This design comes from an exercise in tuning for small area, a short achievable clock period and few clock cycles per item on the open sky130 flow, not from production work.
Only simulation tests tie the RTL to the original design; equivalence was not proved.
Power is estimated from default activity; no workload was simulated.

Design exec_stage, start of the top module:
module exec_stage (
    input  logic        clock,
    input  logic        reset,
    input  logic        issue_valid,
    input  logic [1:0]  issue_fu,
    input  logic [3:0]  issue_func,
    input  logic [1:0]  opa_select,
    input  logic [2:0]  opb_select,
    input  logic [31:0] inst,
    input  logic [31:0] pc,
    input  logic [31:0] rs1_value,
    input  logic [31:0] rs2_value,
    input  logic [4:0]  issue_tag,
    input  logic        complete_credit,
    output logic [2:0]  fu_free,
    output logic        complete_valid,
    output logic [1:0]  complete_fu,
    output logic [4:0]  complete_tag,
    output logic [31:0] complete_result,
    output logic        complete_take
);
==> flow/config.mk <==
export PLATFORM = sky130hd
export DESIGN_NAME = exec_stage
export DESIGN_NICKNAME = exec_stage
export VERILOG_FILES = /design/flow/design.v
export SDC_FILE = /design/flow/constraint.sdc
export NUM_CORES = 4
export LEC_CHECK = 0
export CAP_MARGIN = 20
export CORE_MARGIN = 2
export CORE_UTILIZATION = 62
export CTS_CLUSTER_DIAMETER = 80
export CTS_CLUSTER_SIZE = 30
export PLACE_DENSITY = 0.7
export SETUP_SLACK_MARGIN = 4.6
export SLEW_MARGIN = 20
==> flow/constraint.sdc <==
create_clock -name core_clock -period 8.0 [get_ports {clock}]
set_input_delay 1.6000 -clock core_clock [delete_from_list [all_inputs] [get_ports {clock}]]
set_output_delay 1.6000 -clock core_clock [all_outputs]
set_load 0.01 [all_outputs]
standard.sh (not shown) runs the stock make flow with config.mk's settings and CLKGATE_MAP_FILE= SYNTH_SCRIPT=/design/flow/synth_recipe.tcl, a recipe that flattens the netlist after the stock synthesis.
==> flow/flow/run.sh <==
#!/bin/bash
# The standard layout, with the port buffers made of buf_2 cells instead of the cell
# buffer_ports picks by default. Synthesis, floorplan, power grid and the rest are the
# standard flow's. make's full output goes to standard.log in this folder; ORFS writes
# each step's log under orfs/logs/.
set -euo pipefail
bash standard.sh "BUFFER_PORTS_ARGS=-buffer_cell sky130_fd_sc_hd__buf_2" finish > standard.log 2>&1
The starting point produced a clean layout.
Testbench counts at the start, summed over its fixed seeds: cycles 39,051, items 32,000.
Rerun with:
Settings changed: CORE_UTILIZATION 62 to 55, CTS_CLUSTER_DIAMETER 80 to not set, CTS_CLUSTER_SIZE 30 to not set, PLACE_DENSITY 0.7 to 0.65, SETUP_SLACK_MARGIN 4.6 to 4.5.
Sequential cell count does not change.
Hold slack got worse by 15 ps.
Total power came out higher by a few percent.
Count of clock-buffer cells in the layout grows by 40.
Clock skew increases by 21 ps.
Rerun with:
==> flow/run.sh (new file) <==
#!/bin/bash
# synth_recipe.tcl (not shown) runs the flow's synth.tcl, then flattens the netlist and writes it again
# the make line also repeats each setting of config.mk as NAME=value (left out here)
make -C /OpenROAD-flow-scripts/flow DESIGN_CONFIG=/design/flow/config.mk WORK_HOME=/design/flow/orfs CLKGATE_MAP_FILE= SYNTH_SCRIPT=/design/flow/synth_recipe.tcl finish
removed: flow/flow/run.sh
removed: flow/standard.sh
Effect: Non-clock buffer count goes up by 21; via count climbs by 1.5%; final area went up by 3.8%; die area is unchanged; synthesized area is unchanged.
Rerun with:
==> flow/flow/run.sh (new file) <==
#!/bin/bash
# The standard layout, with the port buffers made of buf_2 cells instead of the cell
# buffer_ports picks by default. Synthesis, floorplan, power grid and the rest are the
# standard flow's. make's full output goes to standard.log in this folder; ORFS writes
# each step's log under orfs/logs/.
set -euo pipefail
bash standard.sh "BUFFER_PORTS_ARGS=-buffer_cell sky130_fd_sc_hd__buf_2" finish > standard.log 2>&1
==> flow/standard.sh (new file) <==
#!/bin/bash
# synth_recipe.tcl (not shown) runs the flow's synth.tcl, then flattens the netlist and writes it again
# the make line also repeats each setting of config.mk as NAME=value (left out here)
make -C /OpenROAD-flow-scripts/flow DESIGN_CONFIG=/design/flow/config.mk WORK_HOME=/design/flow/orfs CLKGATE_MAP_FILE= SYNTH_SCRIPT=/design/flow/synth_recipe.tcl "${@:-finish}"
Settings changed: CORE_UTILIZATION 55 to 62, PLACE_DENSITY 0.65 to 0.7, SETUP_SLACK_MARGIN 4.5 to 4.8.
removed: flow/run.sh
Outcome: The changed run finished with timing, DRC and antenna clean; power increases by 2.1%; non-clock buffer count increases by 73; final area increases by 1.1%; die area decreases by 11%; clock-buffer cell count decreases by 3; worst setup slack gains 130 ps; hold slack gains 3.4 ps.

afterwards: timing with drivers on the ports:
The results above use ideal ports. As a check the final layouts listed here were re-extracted and re-timed, cells and wires unchanged.
Step 1: set_driving_cell puts a clkbuf_16 on clock and a buf_2 on each other input, an assumption about the parent block.
Step 2 adds t to the input delays and takes it off the output delays; t is the mean of the earliest and latest rising clock arrival at the registers after step 1. Input paths then give back, and output paths get back, about the clock's delay inside the block.
Three values: ideal ports, drivers, drivers and shift; two values: the first two.
run | shift t [ns] | setup slack, ns | worst slew at a driven data input, ns | cell pins on the clock port's net
the first run | 0.642 | 4.526 / 4.526 / 4.043 | 0.05 | 1
the second run | 0.664 | 4.430 / 4.455 / 3.791 | 0.06 | 1
the third run | 0.659 | 4.376 / 4.376 / 3.849 | 0.06 | 1
the fourth run | 0.663 | 4.507 / 4.507 / 3.955 | 0.08 | 1
After both steps setup and hold are still met in every run listed. For the second run, which loses most, drivers alone change the setup slack by +0.025 ns; drivers and shift together by -0.639 ns.
